This design comes from an exercise in tuning for small area on the open sky130 flow, not from production work. In this exercise RTL edits were held to simulation tests only and were not proved equivalent to the original. No activity file was given, so power comes from the tool's default toggle rates. No driver is modelled on the clock port, so clocking that relies on it looks cheaper here than on a real chip.

==> flow/design.v <==
module ddr3_cmd_engine #(
  parameter int BA_W    = 3,
  parameter int ROW_W   = 13,
  parameter int COL_W   = 10,
  parameter int MAX_LAT = 24,
  parameter int DEF_CL  = 5,
  parameter int DEF_CWL = 5,
  parameter int DEF_AL  = 0,
  parameter int T_RCD   = 5,
  parameter int T_RP    = 5,
  parameter int T_RAS   = 15
) (
  input  logic                         i_ck,
  input  logic                         i_reset_n,
  input  logic                         i_cke,
  input  logic                         i_cs_n,
  input  logic                         i_ras_n,
  input  logic                         i_cas_n,
  input  logic                         i_we_n,
  input  logic [BA_W-1:0]              i_ba,
  input  logic [15:0]                  i_a,
  output logic                         o_rd_beat,
  output logic [BA_W+ROW_W+COL_W-1:0]  o_rd_addr,
  output logic                         o_rd_last,
  output logic                         o_wr_beat,
  output logic [BA_W+ROW_W+COL_W-1:0]  o_wr_addr,
  output logic                         o_wr_last,
  output logic [4:0]                   o_cl,
  output logic [4:0]                   o_cwl,
  output logic [4:0]                   o_al,
  output logic                         o_err_cmd,
  output logic                         o_err_ovl,
  output logic                         o_err_mrs,
  output logic                         o_err_timing
);
  localparam int NBANK = 2**BA_W;
  localparam int AW = BA_W + ROW_W + COL_W;
  localparam int DW = AW + 1;           
  localparam int SMIN = 4;              
  localparam int NQ = 22;               
  logic [NBANK-1:0] r_open;
  logic [ROW_W-1:0] r_row [NBANK];
  logic [2:0] r_clc, r_cwlc;            
  logic [1:0] r_alm, r_bl;
  logic r_err_cmd, r_err_ovl, r_err_mrs;
  logic [4:0] w_cl, w_cwl, w_al;
  logic [2:0] w_cmd;
  logic w_act, w_pre, w_ref, w_mrs, w_rw, w_open, w_len, w_mrs_bad;
  logic [1:0] w_go;
  logic [4:0] w_slot;
  logic [NBANK-1:0] w_sel, w_close;
  logic w_unused;
  assign w_unused = ^i_a[15:13];
  assign w_cl = 5'(r_clc) + 5'd4;
  assign w_cwl = 5'(r_cwlc) + 5'd5;
  assign w_al = r_alm == 2'd1 ? w_cl - 5'd1 : r_alm == 2'd2 ? w_cl - 5'd2 : 5'd0;
  always_comb begin
    w_cmd = i_cke && !i_cs_n ? {i_ras_n, i_cas_n, i_we_n} : 3'b111;
    w_act = w_cmd == 3'b011;
    w_pre = w_cmd == 3'b010;
    w_ref = w_cmd == 3'b001;
    w_mrs = w_cmd == 3'b000;
    w_rw = w_cmd[2:1] == 2'b10;
    w_open = r_open[i_ba];
    w_go = {w_cmd == 3'b100, w_cmd == 3'b101} & {2{w_open}};
    w_sel = NBANK'(1) << i_ba;
    w_close = w_pre ? (i_a[10] ? '1 : w_sel) : (|w_go && i_a[10] ? w_sel : '0);
    w_len = r_bl == 2'b00 || (r_bl == 2'b01 && i_a[12]);
    w_slot = w_al + (w_cmd[0] ? w_cl : w_cwl) - 5'd1;
    case (i_ba[1:0])
      2'd0: w_mrs_bad = i_a[2] || i_a[6:4] == 3'd0 || &i_a[1:0];
      2'd1: w_mrs_bad = &i_a[4:3];
      default: w_mrs_bad = 1'b0;
    endcase
  end
  always_ff @(posedge i_ck) begin
    if (!i_reset_n) begin
      r_open <= '0;
      r_clc <= 3'(DEF_CL - 4);
      r_cwlc <= 3'(DEF_CWL - 5);
      r_alm <= 2'd0;
      r_bl <= 2'd0;
      r_err_cmd <= 1'b0;
      r_err_mrs <= 1'b0;
    end else begin
      r_open <= (r_open & ~w_close) | (w_act ? w_sel : '0);
      if ((w_act && w_open) || (w_rw && !w_open) || (w_ref && |r_open)) r_err_cmd <= 1'b1;
      if (w_mrs && w_mrs_bad) r_err_mrs <= 1'b1;
      if (w_mrs && !w_mrs_bad) begin
        case (i_ba[1:0])
          2'd0: begin
            r_clc <= i_a[6:4];
            r_bl <= i_a[1:0];
          end
          2'd1: r_alm <= i_a[4:3];
          2'd2: r_cwlc <= i_a[5:3];
          default: ;
        endcase
      end
    end
  end
  localparam int D = SMIN;
  logic [NQ-1:0] q_v, q_wr;
  logic [D:0] q_act;
  logic [4:0] q_slot [NQ];              
  logic [NQ-1:0] w_due;
  logic [NQ-1:0] q_len;
  logic [BA_W-1:0] q_ba [NQ];
  logic [COL_W-1:0] q_col [NQ];         
  logic [ROW_W-1:0] q_row [NQ];         
  logic [ROW_W-1:0] w_row [NQ];
  always_ff @(posedge i_ck) begin
    if (!i_reset_n) q_v <= '0;
    else q_v <= {q_v[NQ-2:0] & ~w_due[NQ-2:0], |w_go};
  end
  always_ff @(posedge i_ck) begin
    q_act <= {q_act[D-1:0], w_act && i_reset_n};
    q_wr <= {q_wr[NQ-2:0], w_go[1]};
    q_len <= {q_len[NQ-2:0], w_len};
    q_slot[0] <= w_act ? {2'b00, i_a[12:10]} : 5'(NQ - 1) - w_slot;
    q_ba[0] <= i_ba;
    q_col[0] <= i_a[COL_W-1:0];
    for (int k = 1; k < NQ; k++) begin
      q_slot[k] <= q_slot[k-1];
      q_ba[k] <= q_ba[k-1];
      q_col[k] <= q_col[k-1];
    end
    if (q_act[D]) r_row[q_ba[D]] <= {q_slot[D][2:0], q_col[D]};
    q_row[D+1] <= w_row[D];
    for (int k = D + 2; k < NQ; k++) q_row[k] <= q_row[k-1];
  end
  always_comb begin
    for (int k = 0; k < NQ; k++) w_row[k] = k == D ? r_row[q_ba[D]] : q_row[k];
  end
  always_comb begin
    w_due = '0;
    for (int k = SMIN; k < NQ; k++)
      w_due[k] = ((q_slot[k] ^ 5'(NQ - 1 - k)) &
                  (NQ - 1 - k >= 16 ? 5'h1f : NQ - 1 - k >= 8 ? 5'h0f : NQ - 1 - k >= 4 ? 5'h07 :
                   NQ - 1 - k >= 2 ? 5'h03 : NQ - 1 - k >= 1 ? 5'h01 : 5'h00)) == 5'd0;
  end
  logic [NQ-1:0] w_hit [2];
  logic [NQ-1:0] w_pick [2];
  logic [DW-1:0] w_fdat [2];
  logic [1:0] w_fire;
  always_comb begin
    for (int d = 0; d < 2; d++) begin
      w_hit[d] = '0;
      for (int k = SMIN; k < NQ; k++)
        w_hit[d][k] = q_v[k] && w_due[k] && (k == NQ - 1 ? d == 1 : q_wr[k] == d[0]);
      w_pick[d] = w_hit[d] & ~(w_hit[d] - 1'b1);
      w_fire[d] = |w_hit[d];
      w_fdat[d] = '0;
      for (int k = SMIN; k < NQ; k++)
        w_fdat[d] = w_fdat[d] | ({q_len[k], q_ba[k], w_row[k], q_col[k]} & {DW{w_pick[d][k]}});
    end
  end
  logic [1:0] r_cnt [2];
  logic [1:0] r_last;
  logic [AW-1:0] r_addr [2];
  always_ff @(posedge i_ck) begin
    if (!i_reset_n) begin
      r_last <= '0;
      r_err_ovl <= 1'b0;
      for (int d = 0; d < 2; d++) begin
        r_cnt[d] <= '0;
        r_addr[d] <= '0;
      end
    end else begin
      for (int d = 0; d < 2; d++) begin
        if (w_fire[d]) begin
          r_last[d] <= 1'b0;
          r_addr[d] <= w_fdat[d][AW-1:0];
          r_cnt[d] <= w_fdat[d][AW] ? 2'd3 : 2'd1;
          if (r_cnt[d] != 2'd0) r_err_ovl <= 1'b1;
        end else if (r_cnt[d] != 2'd0) begin
          r_last[d] <= r_cnt[d] == 2'd1;
          r_addr[d][2:1] <= r_addr[d][2:1] + 2'd1;
          r_cnt[d] <= r_cnt[d] - 2'd1;
        end else begin
          r_last[d] <= 1'b0;
        end
      end
    end
  end
  localparam logic [3:0] TC_LAST = 4'd4;
  localparam logic [3:0] TC_RAS = 4'd1;    
  localparam logic [3:0] TC_RP = 4'd12;     
  logic w_unused_t;
  assign w_unused_t = ^(T_RCD ^ T_RP ^ T_RAS);
  logic [3:0] r_tc [NBANK];
  logic r_err_timing;
  logic w_viol;
  logic [NBANK-1:0] w_nz, w_rcd;
  always_comb begin
    for (int b = 0; b < NBANK; b++) begin
      w_nz[b] = r_tc[b] != 4'd0;
      w_rcd[b] = r_tc[b] == 4'd1 || r_tc[b] == 4'd3 || r_tc[b] == 4'd7 || r_tc[b] == 4'd15;
    end
    w_viol = (w_act && |(w_sel & ~r_open & w_nz)) || (|w_go && |(w_sel & w_rcd)) ||
             (w_pre && |(w_close & r_open & w_nz));
  end
  always_ff @(posedge i_ck) begin
    if (!i_reset_n) begin
      r_err_timing <= 1'b0;
      for (int b = 0; b < NBANK; b++) r_tc[b] <= '0;
    end else begin
      if (w_viol) r_err_timing <= 1'b1;
      for (int b = 0; b < NBANK; b++)
        r_tc[b] <= w_act && w_sel[b] ? TC_RAS :
                   w_close[b] && r_open[b] ? TC_RP :
                   r_tc[b] == TC_LAST ? 4'd0 : {r_tc[b][2:0], r_tc[b][3] ^ r_tc[b][0]};
    end
  end
  assign o_err_timing = r_err_timing;
  assign o_rd_beat = r_cnt[0] != 2'd0 || r_last[0];
  assign o_rd_last = r_last[0];
  assign o_rd_addr = r_addr[0];
  assign o_wr_beat = r_cnt[1] != 2'd0 || r_last[1];
  assign o_wr_last = r_last[1];
  assign o_wr_addr = r_addr[1];
  assign o_cl = w_cl;
  assign o_cwl = w_cwl;
  assign o_al = w_al;
  assign o_err_cmd = r_err_cmd;
  assign o_err_ovl = r_err_ovl;
  assign o_err_mrs = r_err_mrs;
endmodule
==> flow/config.mk <==
export PLATFORM = sky130hd
export DESIGN_NAME = ddr3_cmd_engine
export DESIGN_NICKNAME = ddr3_cmd_engine
export VERILOG_FILES = /design/flow/design.v
export SDC_FILE = /design/flow/constraint.sdc
export NUM_CORES = 4
export LEC_CHECK = 0
export CAP_MARGIN = 0
export CORE_MARGIN = 2
export CORE_UTILIZATION = 40
export CTS_BUF_LIST = sky130_fd_sc_hd__clkbuf_16
export CTS_CLUSTER_DIAMETER = 100
export CTS_CLUSTER_SIZE = 30
export SLEW_MARGIN = 0
export CTS_ARGS = -sink_clustering_enable -repair_clock_nets -sink_clustering_size 30 -sink_clustering_max_diameter 100 -buf_list sky130_fd_sc_hd__clkbuf_16 -dont_use_dummy_load
export BUFFER_PORTS_ARGS = -buffer_cell sky130_fd_sc_hd__buf_1
==> flow/constraint.sdc <==
create_clock -name core_clock -period 10.0 [get_ports {i_ck}]
set_input_delay 2.0000 -clock core_clock [delete_from_list [all_inputs] [get_ports {i_ck}]]
set_output_delay 2.0000 -clock core_clock [all_outputs]
set_load 0.01 [all_outputs]
standard.sh (not shown) runs the stock make flow with config.mk's settings and CLKGATE_MAP_FILE= SYNTH_SCRIPT=/design/flow/synth_recipe.tcl, a recipe that flattens the netlist after the stock synthesis.
==> flow/flow/run.sh <==
#!/bin/bash
# Own layout flow: the standard flow (standard synthesis, floorplan, power grid,
# placement, CTS, routing) with three changes:
#  - CTS: no dummy loads, clkbuf_16 sink clusters of up to 30 flip-flops within 100 um;
#  - port buffers are sky130_fd_sc_hd__buf_1 instead of the default buffer.
# Every tool's output goes to the ORFS logs under orfs/logs and to standard.log here.
set -e
cat >> config.mk <<'EOT'
export CTS_ARGS = -sink_clustering_enable -repair_clock_nets -sink_clustering_size 30 -sink_clustering_max_diameter 100 -buf_list sky130_fd_sc_hd__clkbuf_16 -dont_use_dummy_load
export BUFFER_PORTS_ARGS = -buffer_cell sky130_fd_sc_hd__buf_1
EOT
export CTS_ARGS="-sink_clustering_enable -repair_clock_nets -sink_clustering_size 30 -sink_clustering_max_diameter 100 -buf_list sky130_fd_sc_hd__clkbuf_16 -dont_use_dummy_load"
export BUFFER_PORTS_ARGS="-buffer_cell sky130_fd_sc_hd__buf_1"
cp config.mk config_used.log
bash standard.sh > standard.log 2>&1
==> next run, changes <==
--- a/flow/design.v
+++ b/flow/design.v
@@ -140,19 +140,29 @@
                    NQ - 1 - k >= 2 ? 5'h03 : NQ - 1 - k >= 1 ? 5'h01 : 5'h00)) == 5'd0;
   end
   logic [NQ-1:0] w_hit [2];
-  logic [NQ-1:0] w_pick [2];
+  logic [NQ-1:0] w_nxt [2];
+  logic [NQ-1:0] r_pick [2];
   logic [DW-1:0] w_fdat [2];
   logic [1:0] w_fire;
   always_comb begin
     for (int d = 0; d < 2; d++) begin
       w_hit[d] = '0;
       for (int k = SMIN; k < NQ; k++)
-        w_hit[d][k] = q_v[k] && w_due[k] && (k == NQ - 1 ? d == 1 : q_wr[k] == d[0]);
-      w_pick[d] = w_hit[d] & ~(w_hit[d] - 1'b1);
-      w_fire[d] = |w_hit[d];
+        w_hit[d][k] = q_v[k-1] && (k == NQ - 1 ? d == 1 : q_wr[k-1] == d[0]) &&
+                      ((q_slot[k-1] ^ 5'(NQ - 1 - k)) &
+                       (NQ - k >= 16 ? 5'h1f : NQ - k >= 8 ? 5'h0f : NQ - k >= 4 ? 5'h07 :
+                        NQ - k >= 2 ? 5'h03 : 5'h01)) == 5'd0;
+      w_nxt[d] = w_hit[d] & ~(w_hit[d] - 1'b1);
+      w_fire[d] = |r_pick[d];
       w_fdat[d] = '0;
       for (int k = SMIN; k < NQ; k++)
-        w_fdat[d] = w_fdat[d] | ({q_len[k], q_ba[k], w_row[k], q_col[k]} & {DW{w_pick[d][k]}});
+        w_fdat[d] = w_fdat[d] | ({q_len[k], q_ba[k], w_row[k], q_col[k]} & {DW{r_pick[d][k]}});
+    end
+  end
+  always_ff @(posedge i_ck) begin
+    for (int d = 0; d < 2; d++) begin
+      if (!i_reset_n) r_pick[d] <= '0;
+      else r_pick[d] <= w_nxt[d];
     end
   end
   logic [1:0] r_cnt [2];
Effect: Hold slack gets better by 0.023 ns. Synthesized cell count goes down by 5.0%. Clock skew goes down by 0.020 ns. Fmax goes up by 2.5%. Die area stays flat. Critical path depth stays the same. Final cell count goes down by 3.6%. Synthesized area barely changes. Routed wire length goes up by 12%. Worst setup slack gets better by 0.10 ns. Via count goes up by 1.8%. Sequential share of layout area goes up by 2.3 points. Power goes up by 3.2%. Core utilization goes down by 0.15 points.

==> separate check: timing with driven ports <==
No port has a modelled driver above. Below, the same layouts with a new extraction and two added sets of constraints.
Step 1 assumes that a clkbuf_16 drives the clock port and a buf_2 every other input.
Step 2 also shifts input and output timing later by t, the mid clock arrival at the registers, as if the neighbouring blocks saw the same clock.
a / b / c = no drivers / after step 1 / after step 2; a / b = the first two.
run | shift t [ns] | slack for setup (ns) | clock arrival spread, ns | worst register clock-pin slew, ns | worst slew at a driven data input, ns
the first run | 0.629 | 5.915 / 5.888 / 5.320 | 0.085 / 0.085 | 0.12 / 0.12 | 0.03
the second run | 0.637 | 6.015 / 5.954 / 5.475 | 0.051 / 0.052 | 0.12 / 0.12 | 0.03
After both steps every run listed still meets setup and hold. For the first run, which loses most, drivers alone change the setup slack by -0.027 ns; drivers and shift together by -0.595 ns.
